Context: an optimization exercise on an open-source flow, tuned for small area, a short achievable clock period and few clock cycles per item. The choices shown serve that exercise and are no tape-out recipe.
Only simulation tests tie the RTL to the original design; equivalence was not proved.

## flow/design.v (module list and top-level ports; edited modules follow where they fit)
// module phsc_benc: 19 lines
// module phsc_csa_32x32: 982 lines
// module phsc_csae_32x32: 982 lines
// module phsc_csa_32x18: 534 lines
// module phsc_csae_32x18: 534 lines
// module phsc_csreg: 27 lines
// module pid_heading_speed_controller: 319 lines
module pid_heading_speed_controller
(
    input  logic                 clk,
    input  logic                 rst_n,
    input  logic                 cfg_we,
    input  logic [phsc_pkg::CFG_IDX_W-1:0] cfg_index,
    input  logic [phsc_pkg::DATA_W-1:0]    cfg_data,
    input  logic                 s_axis_tvalid,
    output logic                 s_axis_tready,
    input  logic [2*phsc_pkg::DATA_W-1:0]  s_axis_tdata,    
    output logic                 m_axis_tvalid,
    input  logic                 m_axis_tready,
    output logic [2*phsc_pkg::DATA_W-1:0]  m_axis_tdata     
);
  // ...
==> flow/run.sh <==
#!/bin/bash
# synth_recipe.tcl (not shown) runs the flow's synth.tcl, then flattens the netlist and writes it again
# the make line also repeats each setting of config.mk as NAME=value (left out here)
make -C /OpenROAD-flow-scripts/flow DESIGN_CONFIG=/design/flow/config.mk WORK_HOME=/design/flow/orfs CLKGATE_MAP_FILE= SYNTH_SCRIPT=/design/flow/synth_recipe.tcl finish
==> flow/config.mk <==
export PLATFORM = sky130hd
export DESIGN_NAME = pid_heading_speed_controller
export DESIGN_NICKNAME = pid_heading_speed_controller
export VERILOG_FILES = /design/flow/design.v
export SDC_FILE = /design/flow/constraint.sdc
export NUM_CORES = 4
export LEC_CHECK = 0
export CAP_MARGIN = 20
export CORE_MARGIN = 2
export CORE_UTILIZATION = 40
export CTS_CLUSTER_DIAMETER = 100
export CTS_CLUSTER_SIZE = 30
export PLACE_DENSITY = 0.6
export SETUP_SLACK_MARGIN = 5
export SLEW_MARGIN = 20
==> flow/constraint.sdc <==
create_clock -name core_clock -period 11.0 [get_ports {clk}]
set_input_delay 2.2000 -clock core_clock [delete_from_list [all_inputs] [get_ports {clk}]]
set_output_delay 2.2000 -clock core_clock [all_outputs]
set_load 0.01 [all_outputs]
==> results.yml, run 1 <==
layout:
  multi_input_area_share_pct: 63.8
  buf_share_pct: 2.89
  antenna_cells_inserted: 18
  fill_count: 43900
sta:
  fmaxAchievable_mhz: 179
  slew_viol_final: 0
  setup_ws_post_layout_ns: 5.41
  holdWs_ns: 0.408
route:
  drc_errors_left: 0
clocking:
  cts_setup_buffers: 0
  cts_hold_buffers: 0
  clock_pin_transition_on_the_worst_setup_and_hold_timing_paths_ns: 0.12
synth:
  synth.mux.area_fraction_pct: 1.55
  synth_top_area_share_pct: 23.1
  synth_ff_type: "sky130_fd_sc_hd__edfxtp_1"
  netlist_top_cells_area: "sky130_fd_sc_hd__fa_1, sky130_fd_sc_hd__edfxtp_1, sky130_fd_sc_hd__a22oi_1"
  cell_accounting_for_the_most_synthesized_area: "sky130_fd_sc_hd__fa_1"
  ys.warnings.count: 9
  syn-mean-instance-area_um2: 9.68
worst_setup_path:
  cp_data_arrival_time_ns: 6.34
  startpoint_of_the_lowest_slack_register_to_register_path: "integral_reg[7]$_DFFE_PN0P_"
  crit_path_max_incr_delay_ns: 0.91
  worst_path_max_delay_cell: "sky130_fd_sc_hd__dfrtp_4"
  critPathLaunch: "integral_reg[7]$_DFFE_PN0P_"
global_routing:
  antenna_found_initial: 39
  grt_pass1_vias: 144000
  globalRouteMet3Util_pct: 7.45
place:
  port_buffers: 169
min_path:
  timing.hold.worst.class: "reg -> reg"
status:
  run_status: "no timing/DRC/antenna violations"
Testbench counts, summed over its fixed seeds: cycles 4,856, items 4,800.
==> module pid_heading_speed_controller, before the edit <==
module pid_heading_speed_controller
(
    input  logic                 clk,
    input  logic                 rst_n,
    input  logic                 cfg_we,
    input  logic [phsc_pkg::CFG_IDX_W-1:0] cfg_index,
    input  logic [phsc_pkg::DATA_W-1:0]    cfg_data,
    input  logic                 s_axis_tvalid,
    output logic                 s_axis_tready,
    input  logic [2*phsc_pkg::DATA_W-1:0]  s_axis_tdata,    
    output logic                 m_axis_tvalid,
    input  logic                 m_axis_tready,
    output logic [2*phsc_pkg::DATA_W-1:0]  m_axis_tdata     
);
    logic signed [31:0] i_gain_reg;
    logic [30:0]        head_thr_reg, dist_thr_reg;
    logic [15:0] kp_one, kp_two, kp_neg;
    logic [15:0] kd_one, kd_two, kd_neg;
    logic [15:0] kf_one, kf_two, kf_neg;
    logic [15:0] rt_one, rt_two, rt_neg;
    logic [8:0]  dt_one, dt_two, dt_neg;
    logic [15:0] w_one, w_two, w_neg;      
    logic [15:0] wr_one, wr_two, wr_neg;   
    logic [8:0]  wt_one, wt_two, wt_neg;   
    phsc_benc #(.BW(32)) u_enc_w  (.b(cfg_data),                .one(w_one),  .two(w_two),  .neg(w_neg));
    phsc_benc #(.BW(32)) u_enc_wr (.b({1'b0, cfg_data[30:0]}),  .one(wr_one), .two(wr_two), .neg(wr_neg));
    phsc_benc #(.BW(18)) u_enc_wt (.b({2'b00, cfg_data[15:0]}), .one(wt_one), .two(wt_two), .neg(wt_neg));
    always_ff @(posedge clk or negedge rst_n)
    begin
        if (!rst_n)
        begin
            i_gain_reg   <= '0;
            head_thr_reg <= 31'd3277;
            dist_thr_reg <= 31'd3277;
            kp_one <= '0;
            kp_two <= '0;
            kp_neg <= '0;
            kd_one <= '0;
            kd_two <= '0;
            kd_neg <= '0;
            kf_one <= '0;
            kf_two <= '0;
            kf_neg <= '0;
            rt_one <= 16'h0600;
            rt_two <= 16'h0100;
            rt_neg <= 16'h0300;
            dt_one <= 9'h002;
            dt_two <= 9'h07d;
            dt_neg <= 9'h02b;
        end
        else if (cfg_we)
        begin
            case (cfg_index)
                phsc_pkg::REG_DISTANCE_GAIN:
                begin
                    kf_one <= w_one;
                    kf_two <= w_two;
                    kf_neg <= w_neg;
                end
                phsc_pkg::REG_HEADING_P_GAIN:
                begin
                    kp_one <= w_one;
                    kp_two <= w_two;
                    kp_neg <= w_neg;
                end
                phsc_pkg::REG_HEADING_I_GAIN:     i_gain_reg <= cfg_data;
                phsc_pkg::REG_HEADING_D_GAIN:
                begin
                    kd_one <= w_one;
                    kd_two <= w_two;
                    kd_neg <= w_neg;
                end
                phsc_pkg::REG_TICK_PERIOD:
                begin
                    dt_one <= wt_one;
                    dt_two <= wt_two;
                    dt_neg <= wt_neg;
                end
                phsc_pkg::REG_TICK_RATE:
                begin
                    rt_one <= wr_one;
                    rt_two <= wr_two;
                    rt_neg <= wr_neg;
                end
                phsc_pkg::REG_HEADING_THRESHOLD:  head_thr_reg <= cfg_data[30:0];
                default:                          dist_thr_reg <= cfg_data[30:0];
            endcase
        end
    end
    logic adv;             
    logic fire;            
    logic sk_valid, out_valid;
    logic v1, v2, v3, v4, v5, v6;
    logic in_ready;
    assign adv           = !sk_valid;
    assign s_axis_tready = in_ready;
    assign fire          = s_axis_tvalid && in_ready;
    always_ff @(posedge clk or negedge rst_n)
    begin
        if (!rst_n)
        begin
            v1 <= 1'b0;
            v2 <= 1'b0;
            v3 <= 1'b0;
            v4 <= 1'b0;
            v5 <= 1'b0;
            v6 <= 1'b0;
        end
        else if (adv)
        begin
            v1 <= s_axis_tvalid;
            v2 <= v1;
            v3 <= v2;
            v4 <= v3;
            v5 <= v4;
            v6 <= v5;
        end
    end
    logic signed [31:0] h1, d1, l1;    
    logic signed [31:0] hm1;           
    always_ff @(posedge clk or negedge rst_n)
    begin
        if (!rst_n)
            h1 <= '0;
        else if (fire)
            h1 <= s_axis_tdata[63:32];
    end
    always_ff @(posedge clk)
    begin
        if (fire)
        begin
            d1  <= s_axis_tdata[31:0];
            hm1 <= s_axis_tdata[63:32];
            l1  <= h1;
        end
    end
    logic signed [32:0] diff_wide;
    logic signed [31:0] diff1;
    logic               turn1, far1;
    assign diff_wide = {h1[31], h1} - {l1[31], l1};
    assign diff1     = phsc_pkg::sat_acc({diff_wide[32], diff_wide});
    logic signed [32:0] h1_pt;
    assign h1_pt     = {h1[31], h1} + {2'b00, head_thr_reg};
    assign turn1     = h1[31] ? h1_pt[32] : (h1 > $signed({1'b0, head_thr_reg}));
    assign far1      = d1 > $signed({1'b0, dist_thr_reg});
    logic [49:0] hdt_s1, hdt_c1;   
    logic [33:0] hdt_hi;           
    phsc_csae_32x18 u_hdt (.a(hm1), .one(dt_one), .two(dt_two), .neg(dt_neg), .s(hdt_s1), .c(hdt_c1));
    phsc_csreg #(.PW(50)) r_hdt (.clk(clk), .en(adv), .s(hdt_s1), .c(hdt_c1), .t(50'd0), .p_hi(hdt_hi));
    logic signed [31:0] diff2, h2, d2;
    logic               upd2, fz2;
    always_ff @(posedge clk)
    begin
        if (adv)
        begin
            diff2 <= diff1;
            h2    <= h1;
            d2    <= d1;
            upd2  <= turn1 || far1;
            fz2   <= turn1;
        end
    end
    logic signed [33:0] x2;
    logic signed [18:0] xc2;
    assign x2 = hdt_hi;
    always_comb
    begin
        if (x2 > 34'sd131072)
            xc2 = 19'sd131072;
        else if (x2 < -34'sd131072)
            xc2 = -19'sd131072;
        else
            xc2 = x2[18:0];
    end
    logic [63:0] dr_s2, dr_c2;     
    logic [47:0] dr_hi;
    phsc_csae_32x32 u_dr (.a(diff2), .one(rt_one), .two(rt_two), .neg(rt_neg), .s(dr_s2), .c(dr_c2));
    phsc_csreg #(.PW(64)) r_dr (.clk(clk), .en(adv), .s(dr_s2), .c(dr_c2), .t(64'd0), .p_hi(dr_hi));
    logic signed [18:0] xc3;
    logic signed [31:0] h3, d3;
    logic               upd3, fz3;
    always_ff @(posedge clk)
    begin
        if (adv)
        begin
            xc3  <= xc2;
            h3   <= h2;
            d3   <= d2;
            upd3 <= upd2;
            fz3  <= fz2;
        end
    end
    logic signed [17:0] integral_reg;
    logic signed [19:0] int_sum;
    logic signed [17:0] int_new;
    assign int_sum = {{2{integral_reg[17]}}, integral_reg} + {xc3[18], xc3};
    always_comb
    begin
        if (int_sum > 20'sd65536)
            int_new = 18'sd65536;
        else if (int_sum < -20'sd65536)
            int_new = -18'sd65536;
        else
            int_new = int_sum[17:0];
    end
    always_ff @(posedge clk or negedge rst_n)
    begin
        if (!rst_n)
            integral_reg <= '0;
        else if (adv && v3)
            integral_reg <= int_new;
    end
    logic signed [31:0] deriv3;
    assign deriv3 = phsc_pkg::sat_q48(dr_hi);
    logic signed [31:0] deriv4, h4, d4;
    logic               upd4, fz4;
    always_ff @(posedge clk)
    begin
        if (adv)
        begin
            deriv4 <= deriv3;
            h4     <= h3;
            d4     <= d3;
            upd4   <= upd3;
            fz4    <= fz3;
        end
    end
    logic [63:0] kp_s4, kp_c4;     
    logic [49:0] ki_s4, ki_c4;     
    logic [63:0] kd_s4, kd_c4;     
    logic [63:0] fw_s4, fw_c4;     
    phsc_csae_32x32 u_kp  (.a(h4),         .one(kp_one), .two(kp_two), .neg(kp_neg), .s(kp_s4), .c(kp_c4));
    phsc_csa_32x18  u_ki  (.a(i_gain_reg), .b(integral_reg), .s(ki_s4), .c(ki_c4));
    phsc_csae_32x32 u_kd  (.a(deriv4),     .one(kd_one), .two(kd_two), .neg(kd_neg), .s(kd_s4), .c(kd_c4));
    phsc_csae_32x32 u_fwd (.a(d4),         .one(kf_one), .two(kf_two), .neg(kf_neg), .s(fw_s4), .c(fw_c4));
    logic [47:0] kp_hi, kd_hi, kf_hi;
    logic [33:0] ki_hi;
    phsc_csreg #(.PW(64)) r_kp (.clk(clk), .en(adv), .s(kp_s4), .c(kp_c4), .t(64'd0), .p_hi(kp_hi));
    phsc_csreg #(.PW(50)) r_ki (.clk(clk), .en(adv), .s(ki_s4), .c(ki_c4), .t(50'd0), .p_hi(ki_hi));
    phsc_csreg #(.PW(64)) r_kd (.clk(clk), .en(adv), .s(kd_s4), .c(kd_c4), .t(64'd0), .p_hi(kd_hi));
    phsc_csreg #(.PW(64)) r_kf (.clk(clk), .en(adv), .s(fw_s4), .c(fw_c4), .t(64'd0), .p_hi(kf_hi));
    logic upd5, fz5;
    always_ff @(posedge clk)
    begin
        if (adv)
        begin
            upd5 <= upd4;
            fz5  <= fz4;
        end
    end
    logic signed [31:0] tp6, ti6, td6, candf6;
    logic               upd6;
    always_ff @(posedge clk)
    begin
        if (adv)
        begin
            tp6    <= phsc_pkg::sat_q48(kp_hi);
            ti6    <= phsc_pkg::sat_q34(ki_hi);
            td6    <= phsc_pkg::sat_q48(kd_hi);
            candf6 <= fz5 ? 32'sd0 : phsc_pkg::sat_q48(kf_hi);
            upd6   <= upd5;
        end
    end
    logic signed [31:0] pid6;
    assign pid6 = phsc_pkg::sat_acc({{2{tp6[31]}}, tp6} + {{2{ti6[31]}}, ti6} + {{2{td6[31]}}, td6});
    logic signed [31:0] held_fwd_reg, held_turn_reg;
    logic signed [31:0] sk_turn, sk_fwd;
    logic               sk_upd;
    logic               arrive, out_free, load;
    logic signed [31:0] c_turn, c_fwd;
    logic               c_upd;
    assign arrive   = adv && v6;
    assign out_free = !out_valid || m_axis_tready;
    assign load     = (sk_valid || arrive) && out_free;
    assign c_turn   = sk_valid ? sk_turn : pid6;
    assign c_fwd    = sk_valid ? sk_fwd  : candf6;
    assign c_upd    = sk_valid ? sk_upd  : upd6;
    always_ff @(posedge clk or negedge rst_n)
    begin
        if (!rst_n)
        begin
            out_valid     <= 1'b0;
            sk_valid      <= 1'b0;
            in_ready      <= 1'b1;
            held_fwd_reg  <= '0;
            held_turn_reg <= '0;
        end
        else
        begin
            out_valid <= load || (out_valid && !m_axis_tready);
            if (sk_valid)
            begin
                sk_valid <= !out_free;
                in_ready <= out_free;
            end
            else
            begin
                sk_valid <= arrive && !out_free;
                in_ready <= !(arrive && !out_free);
            end
            if (load && c_upd)
            begin
                held_fwd_reg  <= c_fwd;
                held_turn_reg <= c_turn;
            end
        end
    end
    always_ff @(posedge clk)
    begin
        if (!sk_valid && arrive && !out_free)
        begin
            sk_turn <= pid6;
            sk_fwd  <= candf6;
            sk_upd  <= upd6;
        end
    end
    assign m_axis_tvalid = out_valid;
    assign m_axis_tdata  = {held_turn_reg, held_fwd_reg};
endmodule
==> inputs of run 2 (changes only) <==
--- a/flow/design.v
+++ b/flow/design.v
@@ -3114,2 +3114,29 @@
 endmodule
+module phsc_csreg2 #(
+    parameter int PW = 64,
+    parameter int LO = 16
+)(
+    input  logic              clk,
+    input  logic              en,
+    input  logic [PW-1:0]     s,
+    input  logic [PW-1:0]     c,
+    output logic [PW-LO-1:0]  p_hi
+);
+    logic [LO:0]      lo;
+    logic [PW-LO-1:0] rs, rc;
+    logic             rk;
+    logic [PW-LO:0]   sum;
+    assign lo = {1'b0, s[LO-1:0]} + {1'b0, c[LO-1:0]};
+    always_ff @(posedge clk)
+    begin
+        if (en)
+        begin
+            rs <= s[PW-1:LO];
+            rc <= c[PW-1:LO];
+            rk <= lo[LO];
+        end
+    end
+    assign sum  = {rs, 1'b1} + {rc, rk};
+    assign p_hi = sum[PW-LO:1];
+endmodule
 module pid_heading_speed_controller
@@ -3262,3 +3289,3 @@
     phsc_csae_32x18 u_hdt (.a(hm1), .one(dt_one), .two(dt_two), .neg(dt_neg), .s(hdt_s1), .c(hdt_c1));
-    phsc_csreg #(.PW(50)) r_hdt (.clk(clk), .en(adv), .s(hdt_s1), .c(hdt_c1), .t(50'd0), .p_hi(hdt_hi));
+    phsc_csreg2 #(.PW(50)) r_hdt (.clk(clk), .en(adv), .s(hdt_s1), .c(hdt_c1), .p_hi(hdt_hi));
     logic signed [31:0] diff2, h2, d2;
@@ -3291,3 +3318,3 @@
     phsc_csae_32x32 u_dr (.a(diff2), .one(rt_one), .two(rt_two), .neg(rt_neg), .s(dr_s2), .c(dr_c2));
-    phsc_csreg #(.PW(64)) r_dr (.clk(clk), .en(adv), .s(dr_s2), .c(dr_c2), .t(64'd0), .p_hi(dr_hi));
+    phsc_csreg2 #(.PW(64)) r_dr (.clk(clk), .en(adv), .s(dr_s2), .c(dr_c2), .p_hi(dr_hi));
     logic signed [18:0] xc3;
@@ -3319,2 +3346,5 @@
     end
+    logic [8:0] in_one, in_two, in_neg;
+    logic [8:0] in_one_d, in_two_d, in_neg_d;
+    phsc_benc #(.BW(18)) u_enc_in (.b(int_new), .one(in_one_d), .two(in_two_d), .neg(in_neg_d));
     always_ff @(posedge clk or negedge rst_n)
@@ -3322,5 +3352,15 @@
         if (!rst_n)
+        begin
             integral_reg <= '0;
+            in_one       <= '0;
+            in_two       <= '0;
+            in_neg       <= '0;
+        end
         else if (adv && v3)
+        begin
             integral_reg <= int_new;
+            in_one       <= in_one_d;
+            in_two       <= in_two_d;
+            in_neg       <= in_neg_d;
+        end
     end
@@ -3346,3 +3386,3 @@
     phsc_csae_32x32 u_kp  (.a(h4),         .one(kp_one), .two(kp_two), .neg(kp_neg), .s(kp_s4), .c(kp_c4));
-    phsc_csa_32x18  u_ki  (.a(i_gain_reg), .b(integral_reg), .s(ki_s4), .c(ki_c4));
+    phsc_csae_32x18 u_ki  (.a(i_gain_reg), .one(in_one), .two(in_two), .neg(in_neg), .s(ki_s4), .c(ki_c4));
     phsc_csae_32x32 u_kd  (.a(deriv4),     .one(kd_one), .two(kd_two), .neg(kd_neg), .s(kd_s4), .c(kd_c4));
@@ -3351,6 +3391,6 @@
     logic [33:0] ki_hi;
-    phsc_csreg #(.PW(64)) r_kp (.clk(clk), .en(adv), .s(kp_s4), .c(kp_c4), .t(64'd0), .p_hi(kp_hi));
-    phsc_csreg #(.PW(50)) r_ki (.clk(clk), .en(adv), .s(ki_s4), .c(ki_c4), .t(50'd0), .p_hi(ki_hi));
-    phsc_csreg #(.PW(64)) r_kd (.clk(clk), .en(adv), .s(kd_s4), .c(kd_c4), .t(64'd0), .p_hi(kd_hi));
-    phsc_csreg #(.PW(64)) r_kf (.clk(clk), .en(adv), .s(fw_s4), .c(fw_c4), .t(64'd0), .p_hi(kf_hi));
+    phsc_csreg2 #(.PW(64)) r_kp (.clk(clk), .en(adv), .s(kp_s4), .c(kp_c4), .p_hi(kp_hi));
+    phsc_csreg2 #(.PW(50)) r_ki (.clk(clk), .en(adv), .s(ki_s4), .c(ki_c4), .p_hi(ki_hi));
+    phsc_csreg2 #(.PW(64)) r_kd (.clk(clk), .en(adv), .s(kd_s4), .c(kd_c4), .p_hi(kd_hi));
+    phsc_csreg2 #(.PW(64)) r_kf (.clk(clk), .en(adv), .s(fw_s4), .c(fw_c4), .p_hi(kf_hi));
     logic upd5, fz5;
==> results.yml, run 2 <==
synth:
  synth_nets: 20700
  cell_accounting_for_the_most_synthesized_area: "sky130_fd_sc_hd__fa_1"
  synth_enable_flop_cells: 1086
  ys_seq_elements: 1535
  netlist_top_cells_count: "sky130_fd_sc_hd__a22oi_1, sky130_fd_sc_hd__inv_1, sky130_fd_sc_hd__fa_1"
  post_synth_inst_count: 17700
  ys.warnings.count: 7
  synth_seq_area_share_pct: 24.6
  distinct_cells_synth: 101
  library_cell_with_the_highest_instance_count_after_synthesis: "sky130_fd_sc_hd__a22oi_1"
  synth_top_area_share_pct: 23.6
  netlist_top_cells_area: "sky130_fd_sc_hd__fa_1, sky130_fd_sc_hd__edfxtp_1, sky130_fd_sc_hd__a22oi_1"
  async_flop_share_pct: 29.3
  synth_ff_type: "sky130_fd_sc_hd__edfxtp_1"
  synth_area_um2: 178000
  syn-mean-instance-area_um2: 10.1
worst_setup_path:
  critical_path_end_type: "flip-flop"
  cp_data_arrival_time_ns: 6.01
  worst_path_max_delay_cell: "sky130_fd_sc_hd__dfrtp_1"
  worst_ep_required_time_ns: 11.65
  critical-path-top-cell-by-count: "sky130_fd_sc_hd__fa_1"
  worstSetupPathType: "reg -> reg"
  cell_by_cell_listing_of_the_critical_path: "clkinv_1 > buf_4 > xnor2_1 > fa_1 > fa_1 > fa_1 > fa_1 > inv_1 > fa_1"
  path_max_fanout: 14
  cp-start-kind: "flip-flop"
  crit_path_max_incr_delay_ns: 0.93
clocking:
  ctsRootBufferMaster: "sky130_fd_sc_hd__clkbuf_16"
  cts_hold_buffers: 0
  clock_pin_transition_on_the_worst_setup_and_hold_timing_paths_ns: 0.10
  tritoncts: "built"
  clock_path_buffers: 4
  cts_setup_buffers: 0
  tritoncts.num_buffers: 95
  post_cts_resized: 0
  worst_skew_pair.late_latency_ns: 0.95
  cts.sinks: 1535
  h-tree-depth: 3
place:
  gpl.final_weighted_congestion: 0.947
  placed_cell_area_um2: 184000
  dp.final_hpwl_mm: 415
  port_buffers: 169
  placed_cells: 22500
global_routing:
  grt_start_max_net_pins: 168
  grt_pass1_vias: 136000
  tot_gr_track_use_pct: 26.9
  antenna_found_initial: 52
  grt_first_pass_wirelength_mm: 916
  grt_remaining_overflow: 0
route:
  drc_errors_left: 0
  drt-total-wl_mm: 618
  vias: 135000
  drt.antenna.violating_nets: 0
  drt_first_iter_violations: 15800
  wl_per_cell_um: 27.1
  drt-vias-per-instance: 5.95
  drt_pass1_iterations: 8
layout:
  post_layout_nonfiller_instances: 22700
  fraction_of_layout_cells_with_a_size_suffix_above_1_pct: 6.28
  layout_commonest_cell: "sky130_fd_sc_hd__a22oi_1"
  most-common-layout-cells: "sky130_fd_sc_hd__a22oi_1, sky130_fd_sc_hd__inv_1, sky130_fd_sc_hd__fa_1"
  fin_area_um2: 188000
  syn2layout_area_growth_pct: 5.62
  fill_count: 42500
  finish.net_count: 19700
die:
  placement_rows: 245
  chipHeight_um: 671
  fp.coreArea_um2: 444000
  floorplan.die_area_um2: 451000
  io_pins: 170
  floorplan.initialDensity_pct: 40.1
  die_width_um: 671
status:
  run_status: "no timing/DRC/antenna violations"
sta:
  final.min_clock_period_ns: 5.36
  worst-slew-pin-transition_ns: 1.30
  final.period_utilization_pct: 48.7
  setup_viol: 0
  relSlewSlack_pct: 12.7
  fmaxAchievable_mhz: 187
  skew_ns: 0.124
  rsz0062_at_grt: "no"
  slew_viol_final: 0
  report.final.hold_viol_count: 0
  totalNegativeSetupSlack_ns: 0
min_path:
  timing.hold.worst.class: "reg -> reg"
run:
  drv_cap: 0
[run 2: changes by cell type in the layout (fill, tap and decap cells not counted), sizes merged, moves of 126 or more]
cell | before | now
a22oi | 2310 | 2497
nand2 | 758 | 549
xnor2 | 1437 | 1781
a21oi | 850 | 511
nor2 | 563 | 256
o22ai | 195 | 6
o21ai | 723 | 597
[run 2: critical path: cells and delay by family, from the launching register on]
| kind | cells | cell delay [ns] |
|---|---|---|
| fa+ha+maj | 5 | 2.48 |
| buf+inv | 3 | 1.44 |
| flops | 1 | 0.93 |
| xor+xnor | 1 | 0.25 |
[run 2: per-stage QoR]
| step | worst slack [ns] | utilization [%] | hold slack (ns) |
|---|---|---|---|
| finish | 5.64 | 42.3 | 0.403 |
| global route | 5.27 | 42.3 | 0.409 |
| CTS | 5.64 | 42.3 | 0.394 |
| detailed placement | 5.66 | 41.5 | 0.405 |
| global placement | 5.73 | 41.5 | 0.400 |
| floorplan | 5.55 | - | 0.400 |
[run 2: kinds of logic (layout without fill, tap and decap cells)]
kind of cell	Yosys count	count (layout)	share of synthesized area, %
AOI/OAI and AO/OA	4357	4357	17.0
xor gates and xnor gates	2924	2924	14.4
adders and majority gates	2929	2929	29.4
buffers and inverters	4167	3270	8.80
DFF	1535	1535	24.6
muxes	275	275	1.70
other	0	46	0
and+or+nand+nor	1484	1484	4.06
[run 2: cell type report]
cell class | count | area (µm²) | share of cell area (%)
Antenna cell | 46 | 115 | 0.0612
Clock buffer | 113 | 2500 | 1.33
Clock inverter | 60 | 993 | 0.528
Inverter | 2483 | 9330 | 4.96
Multi-Input combinational cell | 12000 | 119000 | 63.1
Sequential cell | 1535 | 44000 | 23.4
Tap cell | 5928 | 7420 | 3.94
Timing Repair Buffer | 614 | 5010 | 2.67
[run 2: final timing paths]
kind,from,end,slack [ns],cells past startpoint
setup / recovery,kp_neg[13]$_DFFE_PN0P_,r_kp.rc[27]$_DFFE_PN_,5.64,9
hold / removal,h3[31]$_DFFE_PN_,h4[31]$_DFFE_PN_,0.40,0
setup reg to reg,kp_neg[13]$_DFFE_PN0P_,r_kp.rc[27]$_DFFE_PN_,5.64,9
hold reg to reg,h3[31]$_DFFE_PN_,h4[31]$_DFFE_PN_,0.40,0
max in group asynchronous,rst_n,kp_neg[9]$_DFFE_PN0P_,7.55,3
min in group asynchronous,rst_n,held_fwd_reg[17]$_DFFE_PN0P_,1.24,1
[run 2: per-layer routing]
| layer | wire [µm] | global-route usage [%] |
|---|---|---|
| met5 | 178 | 0 |
| met4 | 27500 | 10.9 |
| met3 | 72300 | 7.52 |
| met2 | 271000 | 41.1 |
| met1 | 246000 | 35.9 |
Testbench counts of run 2, summed over its fixed seeds: cycles 4,856, items 4,800.
==> inputs of run 3 (changes only) <==
==> flow/flow/run.sh (new file) <==
#!/bin/bash
# standard layout, with timing repair aiming below the clock period (setup margin in ns)
set -euo pipefail
MARGIN=$(cat flow/margin.txt)
bash standard.sh SETUP_SLACK_MARGIN=$MARGIN finish > flow_make.log 2>&1
==> flow/flow/margin.txt (new file) <==
6
==> flow/standard.sh (new file) <==
#!/bin/bash
# synth_recipe.tcl (not shown) runs the flow's synth.tcl, then flattens the netlist and writes it again
# the make line also repeats each setting of config.mk as NAME=value (left out here)
make -C /OpenROAD-flow-scripts/flow DESIGN_CONFIG=/design/flow/config.mk WORK_HOME=/design/flow/orfs CLKGATE_MAP_FILE= SYNTH_SCRIPT=/design/flow/synth_recipe.tcl "${@:-finish}"
--- a/flow/config.mk
+++ b/flow/config.mk
@@ -11,5 +11,4 @@
 export CTS_CLUSTER_DIAMETER = 100
-export CTS_CLUSTER_SIZE = 30
+export CTS_CLUSTER_SIZE = 24
 export PLACE_DENSITY = 0.6
-export SETUP_SLACK_MARGIN = 5
 export SLEW_MARGIN = 20
removed: flow/run.sh
==> results.yml, run 3 <==
synth:
  ys.warnings.count: 7
  synth-xor-area-share_pct: 14.4
  library_cell_with_the_highest_instance_count_after_synthesis: "sky130_fd_sc_hd__a22oi_1"
  synth_ff_type: "sky130_fd_sc_hd__edfxtp_1"
  cell_accounting_for_the_most_synthesized_area: "sky130_fd_sc_hd__fa_1"
  basic_gate_share_of_the_synthesized_area_counting_and_or_nand_and_nor_cells_pct: 4.06
  synth_compound_gate_area_share_pct: 17.0
  synth_top_area_share_pct: 23.6
  async_flop_share_pct: 29.3
  synth.mux.area_fraction_pct: 1.70
  synth_enable_flop_cells: 1086
  synth_area_um2: 178000
  syn-mean-instance-area_um2: 10.1
  netlist_top_cells_count: "sky130_fd_sc_hd__a22oi_1, sky130_fd_sc_hd__inv_1, sky130_fd_sc_hd__fa_1"
  synth_seq_area_share_pct: 24.6
  synth_top_family_by_area: "adder cells"
  synthesized_area_fraction_occupied_by_adder_cells_pct: 29.4
  synth_nets: 20700
  ys_seq_elements: 1535
  post_synth_inst_count: 17700
  distinct_cells_synth: 101
  netlist_top_cells_area: "sky130_fd_sc_hd__fa_1, sky130_fd_sc_hd__edfxtp_1, sky130_fd_sc_hd__a22oi_1"
layout:
  post_layout_nonfiller_instances: 22800
  most-common-layout-cells: "sky130_fd_sc_hd__a22oi_1, sky130_fd_sc_hd__inv_1, sky130_fd_sc_hd__fa_1"
  layout_commonest_cell: "sky130_fd_sc_hd__a22oi_1"
  syn2layout_area_growth_pct: 5.88
  finish.net_count: 19800
  fraction_of_layout_cells_with_a_size_suffix_above_1_pct: 6.63
die:
  die_width_um: 671
  chipHeight_um: 671
  floorplan.initialDensity_pct: 40.1
  placement_rows: 245
  floorplan.die_area_um2: 451000
  fp.coreArea_um2: 444000
  io_pins: 170
global_routing:
  grt_start_max_net_pins: 152
  grt_pass1_vias: 137000
  globalRouteMet3Util_pct: 7.05
  grt_use_met1_pct: 36.4
  top_usage_layer: "met2"
  grt_remaining_overflow: 0
  tot_gr_track_use_pct: 27.1
  antenna_found_initial: 71
  globalRouteMet2Util_pct: 41.4
  grt_first_pass_wirelength_mm: 921
sta:
  slew_viol_final: 0
  setup_viol: 0
  relSlewSlack_pct: 17.2
  final.min_clock_period_ns: 4.94
  rsz0062_at_grt: "no"
  report.final.hold_viol_count: 0
  skew_ns: 0.0673
  final.period_utilization_pct: 44.9
  totalNegativeSetupSlack_ns: 0
  fmaxAchievable_mhz: 203
  worst-slew-pin-transition_ns: 1.24
worst_setup_path:
  worstSetupPathType: "reg -> reg"
  path_max_fanout: 16
  reg2regPathDepth: 10
  worst_path_max_delay_cell: "sky130_fd_sc_hd__inv_1"
  critPathLaunch: "rt_neg[13]$_DFFE_PN0P_"
  critical-path-top-cell-by-count: "sky130_fd_sc_hd__fa_1"
  cell_by_cell_listing_of_the_critical_path: "buf_4 > inv_1 > buf_4 > xnor2_1 > fa_1 > fa_1 > fa_1 > fa_1 > inv_1 > fa_1"
  cp-endpoint: "r_dr.rc[24]$_DFFE_PN_"
  cp-start-kind: "flip-flop"
  critical_path_end_type: "flip-flop"
  timing.rr.end: "r_dr.rc[24]$_DFFE_PN_"
  worst_ep_required_time_ns: 11.61
  crit_path_max_incr_delay_ns: 0.78
  startpoint_of_the_lowest_slack_register_to_register_path: "rt_neg[13]$_DFFE_PN0P_"
  cp_data_arrival_time_ns: 5.55
  regToRegSetupSlack_ns: 6.06
clocking:
  cts_hold_buffers: 0
  tritoncts: "built"
  cts.sinks: 1535
  tritoncts.num_buffers: 101
  ctsRootBufferMaster: "sky130_fd_sc_hd__clkbuf_16"
  clock_pin_transition_on_the_worst_setup_and_hold_timing_paths_ns: 0.10
  worst_skew_pair.late_latency_ns: 0.92
  h-tree-depth: 3
  clock_path_buffers: 4
route:
  drt_pass1_iterations: 7
  vias: 136000
  drt.antenna.violating_nets: 0
  drc_errors_left: 0
  wl_per_cell_um: 27.3
  drt-total-wl_mm: 623
  drt_first_iter_violations: 15700
  drt-vias-per-instance: 5.95
place:
  placed_cells: 22500
  port_buffers: 169
  dp.final_hpwl_mm: 416
  gpl.final_weighted_congestion: 0.935
status:
  run_status: "no timing/DRC/antenna violations"
min_path:
  hold_start: "d3[6]$_DFFE_PN_"
  timing.hold.worst.class: "reg -> reg"
run:
  drv_cap: 0
-- run 3: final cells by class --
class                      count  area [µm²]
antenna                       39        97.6
clock buffer                 134        2700
clock inverter                48         713
fill                       42600      256000
inverter                    2483        9350
multi-input combinational  12000      119000
sequential                  1535       44000
tap                         5928        7420
timing repair buffer         652        5390
-- run 3: logic make-up after synthesis --
kind of cell             after synthesis
adder cells (fa/ha/maj)             2929
flip-flops                          1535
buffers and inverters               4167
multiplexers                         275
AO/OA/AOI/OAI                       4357
AND/OR/NAND/NOR                     1484
XOR/XNOR                            2924
-- run 3: worst min-delay path by stage --
stage / endpoint / slack, ns / cells after the start
after floorplan: d3[0]$_DFFE_PN_ / 0.40 / 0
after global placement: d4[31]$_DFFE_PN_ / 0.40 / 0
after detailed placement: d3[0]$_DFFE_PN_ / 0.40 / 0
after CTS: h3[7]$_DFFE_PN_ / 0.41 / 0
after global routing: h3[6]$_DFFE_PN_ / 0.42 / 0
final: d4[6]$_DFFE_PN_ / 0.41 / 0
-- run 3: repair_timing --
action                     CTS  global route
resized for setup           12            56
pin swaps                    0             6
cloned                       0             2
buffers inserted             1            27
setup endpoints to repair  123           237
-- run 3: routing by layer --
layer	share of wire [%]	vias to the layer above
met5	0.061	-
met4	4.8	44
met3	11	1670
met2	44	7971
met1	40	68500
li1	-	57500
-- run 3: critical path: cells and delay by family, from the launching register on --
family	cells	cell delay, ns
buffers and inverters	4	1.47
XOR/XNOR	1	0.20
adder cells (fa/ha/maj)	5	2.55
flip-flops	1	0.37
-- run 3: per-stage QoR --
step	setup slack (ns)	hold WS [ns]	util [%]	cell area (µm²)
2_1_floorplan	6.09	0.400	-	178000
3_3_place_gp	5.33	0.400	41.5	184000
4_1_cts	6.00	0.407	42.3	188000
5_1_grt	5.97	0.424	42.4	188000
3_5_place_dp	5.29	0.405	41.5	185000
6_report	6.06	0.408	42.5	189000
==> inputs of run 4 (changes only) <==
==> flow/flow/margin.txt (replaced) <==
6.5
==> results.yml, run 4 <==
global_routing:
  grt_first_pass_wirelength_mm: 941
  tot_gr_track_use_pct: 27.7
  grt_remaining_overflow: 0
  grt_pass1_vias: 139000
  grt_start_max_net_pins: 151
  antenna_found_initial: 71
route:
  wl_met3_mm: 83.7
  routed.top_layer: "met5"
  drc_errors_left: 0
  drt_first_iter_violations: 18400
  vias: 139000
  drt-vias-per-instance: 6.01
  drt.antenna.violating_nets: 0
  wl_per_cell_um: 28.1
  routedLengthMet1_mm: 250
  drt-total-wl_mm: 650
  drt_pass1_iterations: 7
  detailed_route_wirelength_on_metal2_mm: 279
synth:
  ys_seq_elements: 1535
  cell_accounting_for_the_most_synthesized_area: "sky130_fd_sc_hd__fa_1"
  netlist_top_cells_area: "sky130_fd_sc_hd__fa_1, sky130_fd_sc_hd__edfxtp_1, sky130_fd_sc_hd__a22oi_1"
  synth_area_um2: 178000
  synth_nets: 20700
  ys.warnings.count: 7
  post_synth_inst_count: 17700
  distinct_cells_synth: 101
  library_cell_with_the_highest_instance_count_after_synthesis: "sky130_fd_sc_hd__a22oi_1"
  syn-mean-instance-area_um2: 10.1
  async_flop_share_pct: 29.3
  synth_ff_type: "sky130_fd_sc_hd__edfxtp_1"
  synth_top_area_share_pct: 23.6
  netlist_top_cells_count: "sky130_fd_sc_hd__a22oi_1, sky130_fd_sc_hd__inv_1, sky130_fd_sc_hd__fa_1"
  synth_enable_flop_cells: 1086
  synth_seq_area_share_pct: 24.6
status:
  run_status: "no timing/DRC/antenna violations"
min_path:
  worst_hold_path.num_cells: 0
  timing.hold.worst.class: "reg -> reg"
worst_setup_path:
  timing.critical_path.max_delay_family: "compound AO/OA/AOI/OAI gates"
  worstSetupPathType: "reg -> reg"
  crit_path_max_incr_delay_ns: 0.62
  cp-start-kind: "flip-flop"
  reg2regPathDepth: 13
  cell_by_cell_listing_of_the_critical_path: "ha_4 > nor2b_1 > o21a_1 > o21a_1 > or4_4 > o311ai_4 > o2111a_1 > nand4_1 > o41ai_2 > o211ai_1 > or4b_1 > or4_4 > a21oi_4"
  cp_data_arrival_time_ns: 5.38
  path_max_fanout: 3
  cp_num_cells: 13
  critical_path_end_type: "flip-flop"
  worst_path_max_delay_cell: "sky130_fd_sc_hd__a21oi_4"
  worst_ep_required_time_ns: 11.65
  worstPathBufferInverterCount: 0
die:
  fp.coreArea_um2: 444000
  chipHeight_um: 671
  floorplan.initialDensity_pct: 40.1
  io_pins: 170
  floorplan.die_area_um2: 451000
  placement_rows: 245
  die_width_um: 671
sta:
  slew_viol_final: 0
  final.period_utilization_pct: 43.0
  rsz0062_at_grt: "yes"
  report.final.hold_viol_count: 0
  setup_viol: 0
  holdWs_ns: 0.359
  fmaxAchievable_mhz: 212
  skew_ns: 0.107
  worst-slew-pin-transition_ns: 1.27
  totalNegativeSetupSlack_ns: 0
  final.min_clock_period_ns: 4.72
  relSlewSlack_pct: 15.3
layout:
  fill_count: 41600
  ff_latch_area_um2: 44200
  fraction_of_layout_cells_with_a_size_suffix_above_1_pct: 11.5
  most-common-layout-cells: "sky130_fd_sc_hd__inv_1, sky130_fd_sc_hd__a22oi_1, sky130_fd_sc_hd__fa_1"
  syn2layout_area_growth_pct: 10.5
  layout_commonest_cell: "sky130_fd_sc_hd__inv_1"
  multiInputGateArea_um2: 121000
  finish.net_count: 20100
  final_util_pct: 44.3
place:
  dp.final_hpwl_mm: 422
  gpl.final_weighted_congestion: 0.928
  port_buffers: 169
run:
  drv_cap: 0
clocking:
  h-tree-depth: 3
  tritoncts: "built"
  cts_hold_buffers: 0
  ctsRootBufferMaster: "sky130_fd_sc_hd__clkbuf_16"
  tritoncts.num_buffers: 102
  clock_pin_transition_on_the_worst_setup_and_hold_timing_paths_ns: 0.10
  clock_path_buffers: 4
  worst_skew_pair.late_latency_ns: 0.98
  cts.sinks: 1535
==> run 4: layer usage <==
| metal | track usage (%) | vias up |
|---|---|---|
| met3 | 8.73 | 2024 |
| met1 | 36.2 | 69800 |
| met5 | 0.340 | - |
| li1 | - | 58200 |
| met4 | 13.8 | 32 |
| met2 | 41.4 | 8988 |
==> run 4: final timing paths <==
path | start | endpoint | slack (ns)
worst max-delay path | r_hdt.rs[1]$_DFFE_PN_ | xc3[1]$_SDFFCE_PP0N_ | 6.28
worst min register to register | candf6[4]$_SDFFCE_PP0N_ | sk_fwd[4]$_DFFE_PP_ | 0.36
min in group asynchronous | rst_n | held_turn_reg[31]$_DFFE_PN0P_ | 1.18
worst max register to register | r_hdt.rs[1]$_DFFE_PN_ | xc3[1]$_SDFFCE_PP0N_ | 6.28
worst min-delay path | candf6[4]$_SDFFCE_PP0N_ | sk_fwd[4]$_DFFE_PP_ | 0.36
max in group asynchronous | rst_n | dt_neg[2]$_DFFE_PN0P_ | 7.59
==> run 4: worst register-to-register path: stages (launching register included) <==
cell                       delay [ns]
sky130_fd_sc_hd__edfxtp_1        0.44
sky130_fd_sc_hd__ha_4            0.27
sky130_fd_sc_hd__nor2b_1         0.12
sky130_fd_sc_hd__o21a_1          0.20
sky130_fd_sc_hd__o21a_1          0.21
sky130_fd_sc_hd__or4_4           0.51
sky130_fd_sc_hd__o311ai_4        0.09
sky130_fd_sc_hd__o2111a_1        0.23
sky130_fd_sc_hd__nand4_1         0.14
sky130_fd_sc_hd__o41ai_2         0.41
sky130_fd_sc_hd__o211ai_1        0.14
sky130_fd_sc_hd__or4b_1          0.48
sky130_fd_sc_hd__or4_4           0.50
sky130_fd_sc_hd__a21oi_4         0.62
==> run 4: what timing repair did <==
item	CTS	global route
pin swaps	77	330
setup endpoints to repair	538	388
resized for setup	549	754
gates cloned	24	42
setup buffers	110	157
==> run 4: cell families (layout without fill, tap and decap cells) <==
| group | Yosys count | after routing | share of synthesized area [%] |
|---|---|---|---|
| and+or+nand+nor | 1484 | 1487 | 4.06 |
| DFF | 1535 | 1535 | 24.6 |
| AOI/OAI and AO/OA | 4357 | 4360 | 17.0 |
| buffers and inverters | 4167 | 3628 | 8.80 |
| adders and majority gates | 2929 | 2929 | 29.4 |
| other | 0 | 46 | 0 |
| xor gates and xnor gates | 2924 | 2924 | 14.4 |
| muxes | 275 | 275 | 1.70 |
==> run 4: stage by stage <==
stage / instance area [µm²] / std cells / setup slack, ns
after global routing: 197000 / 23100 / 6.17
after floorplan: 178000 / 17700 / 6.49
final: 197000 / 23100 / 6.28
after detailed placement: 185000 / 22500 / 5.24
after CTS: 192000 / 22900 / 6.27
after global placement: 185000 / 22500 / 4.43
==> run 4: area by class of cell <==
class,count,area share (%)
antenna,46,0.0585
clock buffer,133,1.38
clock inverter,51,0.397
inverter,2483,4.77
multi-input combinational,12000,61.6
sequential,1535,22.4
tap,5928,3.77
timing repair buffer,960,5.63
timing repair inverter,1,0.00382
==> inputs of run 5 (changes only) <==
--- a/flow/design.v
+++ b/flow/design.v
@@ -3303,14 +3303,2 @@
     end
-    logic signed [33:0] x2;
-    logic signed [18:0] xc2;
-    assign x2 = hdt_hi;
-    always_comb
-    begin
-        if (x2 > 34'sd131072)
-            xc2 = 19'sd131072;
-        else if (x2 < -34'sd131072)
-            xc2 = -19'sd131072;
-        else
-            xc2 = x2[18:0];
-    end
     logic [63:0] dr_s2, dr_c2;     
@@ -3319,3 +3307,3 @@
     phsc_csreg2 #(.PW(64)) r_dr (.clk(clk), .en(adv), .s(dr_s2), .c(dr_c2), .p_hi(dr_hi));
-    logic signed [18:0] xc3;
+    logic signed [33:0] x3;            
     logic signed [31:0] h3, d3;
@@ -3326,3 +3314,3 @@
         begin
-            xc3  <= xc2;
+            x3   <= hdt_hi;
             h3   <= h2;
@@ -3333,2 +3321,12 @@
     end
+    logic signed [18:0] xc3;
+    always_comb
+    begin
+        if (x3 > 34'sd131072)
+            xc3 = 19'sd131072;
+        else if (x3 < -34'sd131072)
+            xc3 = -19'sd131072;
+        else
+            xc3 = x3[18:0];
+    end
     logic signed [17:0] integral_reg;
==> results.yml, run 5 <==
status:
  run_status: "no timing/DRC/antenna violations"
run:
  drv_cap: 0
global_routing:
  grt_remaining_overflow: 0
  grt_pass1_vias: 139000
  grt_start_max_net_pins: 187
  grt_first_pass_wirelength_mm: 946
  antenna_found_initial: 58
  tot_gr_track_use_pct: 27.7
min_path:
  worst_hold_path.num_cells: 0
  timing.hold.worst.class: "reg -> reg"
  terminating_pin_of_the_worst_hold_path: "h3[13]$_DFFE_PN_"
  hold_start: "h2[13]$_DFFE_PN_"
synth:
  synth_ff_type: "sky130_fd_sc_hd__edfxtp_1"
  synth_seq_area_share_pct: 24.7
  netlist_top_cells_count: "sky130_fd_sc_hd__a22oi_1, sky130_fd_sc_hd__inv_1, sky130_fd_sc_hd__fa_1"
  netlist_top_cells_area: "sky130_fd_sc_hd__fa_1, sky130_fd_sc_hd__edfxtp_1, sky130_fd_sc_hd__a22oi_1"
  synth_enable_flop_cells: 1101
  library_cell_with_the_highest_instance_count_after_synthesis: "sky130_fd_sc_hd__a22oi_1"
  synth_area_um2: 179000
  async_flop_share_pct: 29.0
  ys_seq_elements: 1550
  distinct_cells_synth: 98
  syn-mean-instance-area_um2: 10.1
  post_synth_inst_count: 17800
  cell_accounting_for_the_most_synthesized_area: "sky130_fd_sc_hd__fa_1"
  synth_top_area_share_pct: 23.5
  synth_nets: 20800
  ys.warnings.count: 7
sta:
  rsz0062_at_grt: "yes"
  report.final.hold_viol_count: 0
  slew_viol_final: 0
  setup_viol: 0
  skew_ns: 0.0916
  relSlewSlack_pct: 12.7
  totalNegativeSetupSlack_ns: 0
  fmaxAchievable_mhz: 213
  final.min_clock_period_ns: 4.70
  final.period_utilization_pct: 42.7
  worst-slew-pin-transition_ns: 1.31
worst_setup_path:
  timing.rr.end: "in_two[0]$_DFFE_PN0P_"
  critical-path-top-cell-by-count: "sky130_fd_sc_hd__o21ai_2"
  worst_ep_required_time_ns: 11.88
  worst_path_max_delay_cell: "sky130_fd_sc_hd__o32a_4"
  worstSetupPathType: "reg -> reg"
  cell_by_cell_listing_of_the_critical_path: "nor4_2 > nand4_1 > o41a_1 > o21ai_4 > and2_4 > ha_4 > a21o_1 > a21oi_2 > o21ai_2 > a221o_1 > a211oi_4 > o21ai_2 > xor2_2 > or3_4 > o32a_4 > buf_12 > or2_4 > o21ai_2"
  crit_path_max_incr_delay_ns: 0.43
  timing.critical_path.max_delay_family: "compound AO/OA/AOI/OAI gates"
  regToRegSetupSlack_ns: 6.30
  critical_path_end_type: "flip-flop"
  startpoint_of_the_lowest_slack_register_to_register_path: "x3[3]$_DFFE_PN_"
  path_max_fanout: 6
  worstPathBufferInverterCount: 1
  reg2regPathDepth: 18
  cp-start-kind: "flip-flop"
  cp_data_arrival_time_ns: 5.58
clocking:
  ctsRootBufferMaster: "sky130_fd_sc_hd__clkbuf_16"
  cts_hold_buffers: 0
  tritoncts: "built"
  h-tree-depth: 3
  clock_path_buffers: 4
  tritoncts.num_buffers: 108
  clock_pin_transition_on_the_worst_setup_and_hold_timing_paths_ns: 0.09
  cts.sinks: 1550
  worst_skew_pair.late_latency_ns: 0.97
die:
  chipHeight_um: 674
  io_pins: 170
  placement_rows: 245
  die_width_um: 674
  floorplan.die_area_um2: 454000
  floorplan.initialDensity_pct: 40.2
  fp.coreArea_um2: 446000
route:
  drt_first_iter_violations: 18500
  drt-vias-per-instance: 6.00
  drc_errors_left: 0
  drt-total-wl_mm: 660
  drt_pass1_iterations: 7
  wl_per_cell_um: 28.3
  drt.antenna.violating_nets: 0
  vias: 140000
layout:
  layout_commonest_cell: "sky130_fd_sc_hd__inv_1"
  syn2layout_area_growth_pct: 11.2
  most-common-layout-cells: "sky130_fd_sc_hd__inv_1, sky130_fd_sc_hd__a22oi_1, sky130_fd_sc_hd__fa_1"
  fraction_of_layout_cells_with_a_size_suffix_above_1_pct: 12.0
  finish.net_count: 20300
  fill_count: 41600
place:
  dp.final_hpwl_mm: 419
  port_buffers: 169
  gpl.final_weighted_congestion: 0.938
[run 5: changes by cell type in the layout (fill, tap and decap cells not counted), moves of 26 or more]
cell / change
sky130_fd_sc_hd__xor2_1: +129
sky130_fd_sc_hd__xnor2_1: -146
sky130_fd_sc_hd__nand2_1: +45
sky130_fd_sc_hd__nor2_1: +26
sky130_fd_sc_hd__nand4_1: +29
sky130_fd_sc_hd__buf_4: +40
sky130_fd_sc_hd__o21ai_2: +31
sky130_fd_sc_hd__buf_12: +28
sky130_fd_sc_hd__o31ai_1: +30
[run 5: how the worst max path moves through the flow]
stage / start / endpoint / slack, ns / cells after the start
6_report: x3[3]$_DFFE_PN_ / in_two[0]$_DFFE_PN0P_ / 6.30 / 18
5_1_grt: x3[3]$_DFFE_PN_ / in_two[0]$_DFFE_PN0P_ / 6.08 / 19
4_1_cts: x3[1]$_DFFE_PN_ / in_two[0]$_DFFE_PN0P_ / 6.20 / 19
3_5_place_dp: rt_neg[7]$_DFFE_PN0P_ / r_dr.rc[16]$_DFFE_PN_ / 5.48 / 10
3_3_place_gp: x3[0]$_DFFE_PN_ / in_two[0]$_DFFE_PN0P_ / 5.54 / 18
2_1_floorplan: sk_valid$_DFF_PN0_ / candf6[0]$_SDFFCE_PP0N_ / -4.08 / 2
[run 5: kinds of logic after synthesis]
kind of cell,synth area share (%)
AOI/OAI and AO/OA,16.8
buffers and inverters,8.86
adders and majority gates,29.4
xor gates and xnor gates,14.3
DFF,24.7
and+or+nand+nor,4.11
muxes,1.87
[run 5: area by class of cell]
class / instances / area (µm²) / share of cell area (%)
Clock buffer: 140 / 2920 / 1.46
Tap cell: 5928 / 7420 / 3.72
Inverter: 2504 / 9450 / 4.74
Sequential cell: 1550 / 44600 / 22.4
Multi-Input combinational cell: 12100 / 122000 / 61.1
Timing Repair Buffer: 1025 / 12300 / 6.15
Antenna cell: 25 / 62.6 / 0.0314
Clock inverter: 59 / 931 / 0.467
[run 5: metal layers]
metal	global-route usage, %	routed length (µm)
met1	37.2	257000
met2	40.9	280000
met3	7.84	82300
met4	13.9	40100
met5	0.0638	379
[run 5: through the flow]
stage	hold WS (ns)	worst slack (ns)	std cells	util, %	instance area [µm²]
floorplan	0.400	-4.08	17800	-	179000
global placement	0.400	5.54	22700	41.7	186000
detailed placement	0.405	5.48	22700	41.7	186000
CTS	0.350	6.20	23000	43.4	194000
global route	0.366	6.08	23300	44.7	199000
finish	0.350	6.30	23300	44.7	200000
[run 5: timing repair]
item,CTS,global route
endpoints found under the hold margin,0,0
pin swaps,73,296
setup buffers,131,189
setup endpoints to repair,409,393
cloned,29,54
gates resized for setup,572,788
Testbench counts of run 5, summed over its fixed seeds: cycles 4,856, items 4,800.
==> inputs of run 6 (changes only) <==
--- a/flow/design.v
+++ b/flow/design.v
@@ -3321,28 +3321,19 @@
     end
-    logic signed [18:0] xc3;
-    always_comb
-    begin
-        if (x3 > 34'sd131072)
-            xc3 = 19'sd131072;
-        else if (x3 < -34'sd131072)
-            xc3 = -19'sd131072;
-        else
-            xc3 = x3[18:0];
-    end
     logic signed [17:0] integral_reg;
     logic signed [19:0] int_sum;
+    logic               x_hi, x_lo, int_hi, int_lo;
     logic signed [17:0] int_new;
-    assign int_sum = {{2{integral_reg[17]}}, integral_reg} + {xc3[18], xc3};
-    always_comb
-    begin
-        if (int_sum > 20'sd65536)
-            int_new = 18'sd65536;
-        else if (int_sum < -20'sd65536)
-            int_new = -18'sd65536;
-        else
-            int_new = int_sum[17:0];
-    end
+    assign x_hi    = x3 > 34'sd131072;
+    assign x_lo    = x3 < -34'sd131072;
+    assign int_sum = {{2{integral_reg[17]}}, integral_reg} + {x3[18], x3[18:0]};
+    assign int_hi  = x_hi || (!x_lo && (int_sum > 20'sd65536));
+    assign int_lo  = x_lo || (!x_hi && (int_sum < -20'sd65536));
+    assign int_new = int_hi ? 18'sd65536 : (int_lo ? -18'sd65536 : int_sum[17:0]);
     logic [8:0] in_one, in_two, in_neg;
     logic [8:0] in_one_d, in_two_d, in_neg_d;
-    phsc_benc #(.BW(18)) u_enc_in (.b(int_new), .one(in_one_d), .two(in_two_d), .neg(in_neg_d));
+    logic [8:0] is_one, is_two, is_neg;
+    phsc_benc #(.BW(18)) u_enc_in (.b(int_sum[17:0]), .one(is_one), .two(is_two), .neg(is_neg));
+    assign in_one_d = (int_hi || int_lo) ? 9'h100 : is_one;
+    assign in_two_d = (int_hi || int_lo) ? 9'h000 : is_two;
+    assign in_neg_d = int_lo ? 9'h100 : (int_hi ? 9'h000 : is_neg);
     always_ff @(posedge clk or negedge rst_n)
==> results.yml, run 6 <==
route:
  drt_pass1_iterations: 19
  drt.antenna.violating_nets: 0
  drt_first_iter_violations: 17200
  wl_per_cell_um: 28.1
  vias: 136000
  drt-total-wl_mm: 636
  drt-vias-per-instance: 6.01
  drc_errors_left: 0
sta:
  skew_ns: 0.100
  setup_ws_post_layout_ns: 6.45
  final.period_utilization_pct: 41.3
  slew_viol_final: 0
  holdWs_ns: 0.418
  worst-slew-pin-transition_ns: 1.29
  fmaxAchievable_mhz: 220
  relSlewSlack_pct: 13.7
  setup_viol: 0
  report.final.hold_viol_count: 0
  rsz0062_at_grt: "yes"
  final.min_clock_period_ns: 4.55
layout:
  fill_count: 41300
  most-common-layout-cells: "sky130_fd_sc_hd__a22oi_1, sky130_fd_sc_hd__inv_1, sky130_fd_sc_hd__fa_1"
  finish.net_count: 19700
  syn2layout_area_growth_pct: 10.2
  layout_commonest_cell: "sky130_fd_sc_hd__a22oi_1"
  fraction_of_layout_cells_with_a_size_suffix_above_1_pct: 10.5
  fin_area_um2: 195000
  ff_latch_area_um2: 44800
  multiInputGateArea_um2: 119000
  final_util_pct: 44.2
die:
  fp.coreArea_um2: 441000
  io_pins: 170
  die_width_um: 668
  floorplan.die_area_um2: 447000
  chipHeight_um: 668
  placement_rows: 244
  floorplan.initialDensity_pct: 40.1
place:
  dp.final_hpwl_mm: 405
  gpl.final_weighted_congestion: 0.928
  port_buffers: 169
  placement.setup.worst_slack_ns: 5.65
  placed_cell_area_um2: 183000
synth:
  cell_accounting_for_the_most_synthesized_area: "sky130_fd_sc_hd__fa_1"
  syn-mean-instance-area_um2: 10.2
  library_cell_with_the_highest_instance_count_after_synthesis: "sky130_fd_sc_hd__a22oi_1"
  post_synth_inst_count: 17300
  synth_top_area_share_pct: 23.8
  netlist_top_cells_area: "sky130_fd_sc_hd__fa_1, sky130_fd_sc_hd__edfxtp_1, sky130_fd_sc_hd__a22oi_1"
  async_flop_share_pct: 29.4
  ys_seq_elements: 1560
  ys.warnings.count: 7
  netlist_top_cells_count: "sky130_fd_sc_hd__a22oi_1, sky130_fd_sc_hd__inv_1, sky130_fd_sc_hd__fa_1"
  distinct_cells_synth: 97
  synth_seq_area_share_pct: 25.2
  synth_nets: 20300
  synth_area_um2: 177000
  synth_ff_type: "sky130_fd_sc_hd__edfxtp_1"
  synth_enable_flop_cells: 1101
min_path:
  hold_start: "d3[21]$_DFFE_PN_"
  timing.hold.worst.class: "reg -> reg"
run:
  drv_cap: 0
clocking:
  ctsRootBufferMaster: "sky130_fd_sc_hd__clkbuf_16"
  tritoncts: "built"
  clock_pin_transition_on_the_worst_setup_and_hold_timing_paths_ns: 0.10
  worst_skew_pair.late_latency_ns: 0.97
  h-tree-depth: 3
  tritoncts.num_buffers: 103
  clock_path_buffers: 4
  cts.sinks: 1560
  cts_hold_buffers: 0
status:
  run_status: "no timing/DRC/antenna violations"
global_routing:
  tot_gr_track_use_pct: 27.2
  grt_start_max_net_pins: 181
  grt_first_pass_wirelength_mm: 913
  grt_pass1_vias: 136000
  grt_remaining_overflow: 0
  antenna_found_initial: 52
worst_setup_path:
  critPathLaunch: "deriv4[4]$_DFFE_PN_"
  critical_path_end_type: "flip-flop"
  cp-start-kind: "flip-flop"
  regToRegSetupSlack_ns: 6.45
  cp_data_arrival_time_ns: 5.19
  path_max_fanout: 32
  worstSetupPathType: "reg -> reg"
  worst_ep_required_time_ns: 11.65
  startpoint_of_the_lowest_slack_register_to_register_path: "deriv4[4]$_DFFE_PN_"
run 6: cell count changes in the layout (fill, tap and decap cells not counted), moves of 35 or more:
cell / delta
sky130_fd_sc_hd__xor2_1: -41
sky130_fd_sc_hd__buf_4: -58
sky130_fd_sc_hd__xnor2_1: +103
sky130_fd_sc_hd__a21o_1: -43
sky130_fd_sc_hd__and2_1: -47
sky130_fd_sc_hd__inv_1: -185
sky130_fd_sc_hd__nand2_1: -48
sky130_fd_sc_hd__a21oi_1: +90
sky130_fd_sc_hd__o21ai_0: -49
sky130_fd_sc_hd__inv_2: -53
sky130_fd_sc_hd__dfrtp_1: +35
run 6: what timing repair did:
item	4_1_cts	5_1_grt
endpoints found under the setup margin	393	417
resized for setup	423	753
pin swaps	36	177
setup buffers	58	157
cloned	17	45
run 6: routing by layer:
layer / part of all wire, % / wire length (µm) / track usage (%)
met5: 0.037 / 233 / 0.0868
met4: 5.2 / 32800 / 11.9
met3: 13 / 83500 / 8.92
met2: 43 / 270000 / 40.1
met1: 39 / 249000 / 36.3
run 6: logic make-up (layout without fill, tap and decap cells):
group           Yosys count  count (layout)  share of synthesized area (%)
compound gates         4267            4270                           16.7
buf+inv                3938            3371                           8.41
xor+xnor               2957            2957                           14.7
fa+ha+maj              2928            2928                           29.7
flops                  1560            1560                           25.2
simple gates           1347            1350                           3.60
mux                     276             276                           1.71
other cells               0              38                              0
run 6: layout make-up:
type,instances,area share (%)
repair buffers,918,5.56
inverters,2267,4.40
well taps,5904,3.80
diodes,38,0.0489
flip-flops and latches,1560,23.0
multi-input cells,11800,61.3
clock buffers,139,1.45
clock inverters,47,0.369
run 6: path summary, 6_finish.rpt:
kind | end | cells past startpoint
min | d4[21]$_DFFE_PN_ | 0
min in group asynchronous | held_fwd_reg[25]$_DFFE_PN0P_ | 1
max reg2reg | r_kd.rk$_DFFE_PN_ | 14
min reg2reg | d4[21]$_DFFE_PN_ | 0
max | r_kd.rk$_DFFE_PN_ | 14
max in group asynchronous | in_neg[1]$_DFFE_PN0P_ | 3
run 6: through the flow:
step           cells  TNS (ns)
2_1_floorplan  17300  -3865.32
6_report       22700         0
4_1_cts        22400         0
3_3_place_gp   22200         0
3_5_place_dp   22200         0
5_1_grt        22600         0
run 6: worst max-delay path: stages (launching register included):
cell                       delay [ns]
sky130_fd_sc_hd__edfxtp_1        0.35
sky130_fd_sc_hd__buf_4           0.52
sky130_fd_sc_hd__a22oi_1         0.21
sky130_fd_sc_hd__xnor2_1         0.18
sky130_fd_sc_hd__ha_1            0.33
sky130_fd_sc_hd__fa_1            0.48
sky130_fd_sc_hd__fa_1            0.53
sky130_fd_sc_hd__inv_1           0.06
sky130_fd_sc_hd__fa_1            0.56
sky130_fd_sc_hd__inv_1           0.06
sky130_fd_sc_hd__ha_1            0.26
sky130_fd_sc_hd__o21a_1          0.13
sky130_fd_sc_hd__o21a_1          0.12
sky130_fd_sc_hd__a311oi_2        0.29
sky130_fd_sc_hd__o21ai_0         0.17
Testbench counts of run 6, summed over its fixed seeds: cycles 4,856, items 4,800.
==> inputs of run 7 (changes only) <==
--- a/flow/config.mk
+++ b/flow/config.mk
@@ -12,3 +12,3 @@
 export CTS_CLUSTER_SIZE = 24
-export PLACE_DENSITY = 0.6
+export PLACE_DENSITY = 0.68
 export SLEW_MARGIN = 20
==> results.yml, run 7 <==
sta:
  fmaxAchievable_mhz: 222
  setup_viol: 0
  final.min_clock_period_ns: 4.51
  final.period_utilization_pct: 41.0
  rsz0062_at_grt: "yes"
  relSlewSlack_pct: 17.4
  slew_viol_final: 0
  worst-slew-pin-transition_ns: 1.24
  skew_ns: 0.134
worst_setup_path:
  worst_ep_required_time_ns: 11.59
  crit_path_max_incr_delay_ns: 0.55
  critical-path-top-cell-by-count: "sky130_fd_sc_hd__fa_1"
  cp_data_arrival_time_ns: 5.11
  cell_by_cell_listing_of_the_critical_path: "buf_12 > buf_4 > a22oi_2 > xnor2_2 > fa_1 > inv_2 > fa_1 > fa_1 > fa_1 > fa_1 > inv_1 > fa_1"
  critical_path_end_type: "flip-flop"
synth:
  synth_area_um2: 177000
  synth_seq_area_share_pct: 25.2
  synth_top_area_share_pct: 23.8
  syn-mean-instance-area_um2: 10.2
  netlist_top_cells_count: "sky130_fd_sc_hd__a22oi_1, sky130_fd_sc_hd__inv_1, sky130_fd_sc_hd__fa_1"
  synth_ff_type: "sky130_fd_sc_hd__edfxtp_1"
  synth_enable_flop_cells: 1101
  ys.warnings.count: 7
  netlist_top_cells_area: "sky130_fd_sc_hd__fa_1, sky130_fd_sc_hd__edfxtp_1, sky130_fd_sc_hd__a22oi_1"
die:
  floorplan.initialDensity_pct: 40.1
  chipHeight_um: 668
  fp.coreArea_um2: 441000
  die_width_um: 668
  placement_rows: 244
global_routing:
  grt_remaining_overflow: 0
  grt_first_pass_wirelength_mm: 890
  antenna_found_initial: 58
  tot_gr_track_use_pct: 26.2
place:
  dp.final_hpwl_mm: 396
  placement.setup.worst_slack_ns: 5.54
layout:
  final_util_pct: 44.1
  most-common-layout-cells: "sky130_fd_sc_hd__a22oi_1, sky130_fd_sc_hd__inv_1, sky130_fd_sc_hd__fa_1"
  fill_count: 40600
  fraction_of_layout_cells_with_a_size_suffix_above_1_pct: 10.4
clocking:
  ctsRootBufferMaster: "sky130_fd_sc_hd__clkbuf_16"
  tritoncts.num_buffers: 98
route:
  drt_pass1_iterations: 8
  drt-vias-per-instance: 6.05
  wl_per_cell_um: 27.2
  drt-total-wl_mm: 616
status:
  run_status: "no timing/DRC/antenna violations"
run:
  drv_cap: 0
[run 7: cell counts after synthesis]
No cell type changed its count.
[run 7: logic make-up (layout without fill, tap and decap cells)]
| logic type | count (synthesis) | after routing | synth area share [%] |
|---|---|---|---|
| AO/OA/AOI/OAI | 4267 | 4269 | 16.7 |
| AND/OR/NAND/NOR | 1347 | 1350 | 3.60 |
| other | 0 | 46 | 0 |
| multiplexers | 276 | 276 | 1.71 |
| adder cells (fa/ha/maj) | 2928 | 2928 | 29.7 |
| flip-flops | 1560 | 1560 | 25.2 |
| buffers and inverters | 3938 | 3357 | 8.41 |
| XOR/XNOR | 2957 | 2957 | 14.7 |
[run 7: routing by layer]
layer | vias up | global-route usage, % | wire length, µm
li1 | 56800 | - | -
met1 | 68500 | 33.6 | 228000
met2 | 9474 | 39.9 | 269000
met3 | 2278 | 7.90 | 79500
met4 | 32 | 13.4 | 39200
met5 | - | 0.0434 | 374
[run 7: path summary, 6_finish.rpt]
| check | start | to | slack [ns] | cells past startpoint |
|---|---|---|---|---|
| setup / recovery | deriv4[27]$_DFFE_PN_ | r_kd.rc[19]$_DFFE_PN_ | 6.49 | 12 |
| hold / removal | h3[7]$_DFFE_PN_ | h4[7]$_DFFE_PN_ | 0.36 | 0 |
| setup reg to reg | deriv4[27]$_DFFE_PN_ | r_kd.rc[19]$_DFFE_PN_ | 6.49 | 12 |
| hold reg to reg | h3[7]$_DFFE_PN_ | h4[7]$_DFFE_PN_ | 0.36 | 0 |
| max in group asynchronous | rst_n | kd_neg[11]$_DFFE_PN0P_ | 7.51 | 3 |
| min in group asynchronous | rst_n | dist_thr_reg[21]$_DFFE_PN0P_ | 1.24 | 1 |
[run 7: metrics by stage]
stage	area, µm²	cells	TNS (ns)	hold slack [ns]
after global routing	194000	22600	0	0.373
after global placement	183000	22200	0	0.402
after detailed placement	183000	22200	0	0.405
final	194000	22600	0	0.361
after floorplan	177000	17300	-3865.32	0.400
after CTS	189000	22400	0	0.352
[run 7: final cells by class]
cell class / instances / area (µm²) / share of cell area (%)
Timing Repair Buffer: 910 / 10900 / 5.61
Sequential cell: 1560 / 44800 / 23.0
Inverter: 2267 / 8560 / 4.40
Multi-Input combinational cell: 11800 / 119000 / 61.4
Clock inverter: 37 / 636 / 0.327
Clock buffer: 142 / 2720 / 1.40
Antenna cell: 46 / 115 / 0.0592
Tap cell: 5904 / 7390 / 3.80
Timing Repair inverter: 1 / 7.51 / 0.00386
[run 7: critical path: cells and delay by family (launching register included)]
kind	cells	cell delay, ns
AO/OA/AOI/OAI	1	0.22
XOR/XNOR	1	0.10
flip-flops	1	0.47
adder cells (fa/ha/maj)	6	2.93
buffers and inverters	4	0.41
[run 7: timing repair]
item | CTS | global route
pin swaps | 68 | 212
gates resized for setup | 500 | 721
setup endpoints to repair | 372 | 413
gates cloned | 16 | 54
setup buffers | 53 | 140
hold buffers | 0 | 0

==> re-timing with driven ports <==
The results above use ideal ports. As a check the final layouts listed here were re-extracted and re-timed, cells and wires unchanged. Step 1: set_driving_cell puts a clkbuf_16 on clk and a buf_2 on each other input, an assumption about the parent block. Step 2 moves the port delays by t, midway between the first and last clock arrival at a register: inputs arrive t later, outputs are due t later. That takes back most of the time a late clock gives input paths. Slacks: ideal / step 1 / step 2; pairs: ideal / step 1.
run	t (ns)	slack for setup (ns)	worst hold slack (ns)	worst slew at a driven data input, ns
run 1	1.046	5.405 / 5.405 / 5.405	0.408 / 0.408 / 0.408	0.08
run 2	1.016	5.641 / 5.641 / 5.641	0.403 / 0.403 / 0.403	0.20
run 3	1.006	6.062 / 6.062 / 6.062	0.408 / 0.408 / 0.408	0.35
run 4	1.050	6.275 / 6.275 / 5.961	0.359 / 0.359 / 0.359	0.32
run 5	1.048	6.298 / 6.298 / 5.709	0.350 / 0.350 / 0.350	0.20
run 6	1.039	6.453 / 6.453 / 5.656	0.418 / 0.418 / 0.418	0.32
run 7	1.020	6.486 / 6.486 / 6.251	0.361 / 0.361 / 0.361	0.31
After both steps setup and hold are still met in every run listed. For run 6, which loses most, drivers alone change the setup slack by 0.000 ns; drivers and shift together by -0.797 ns.
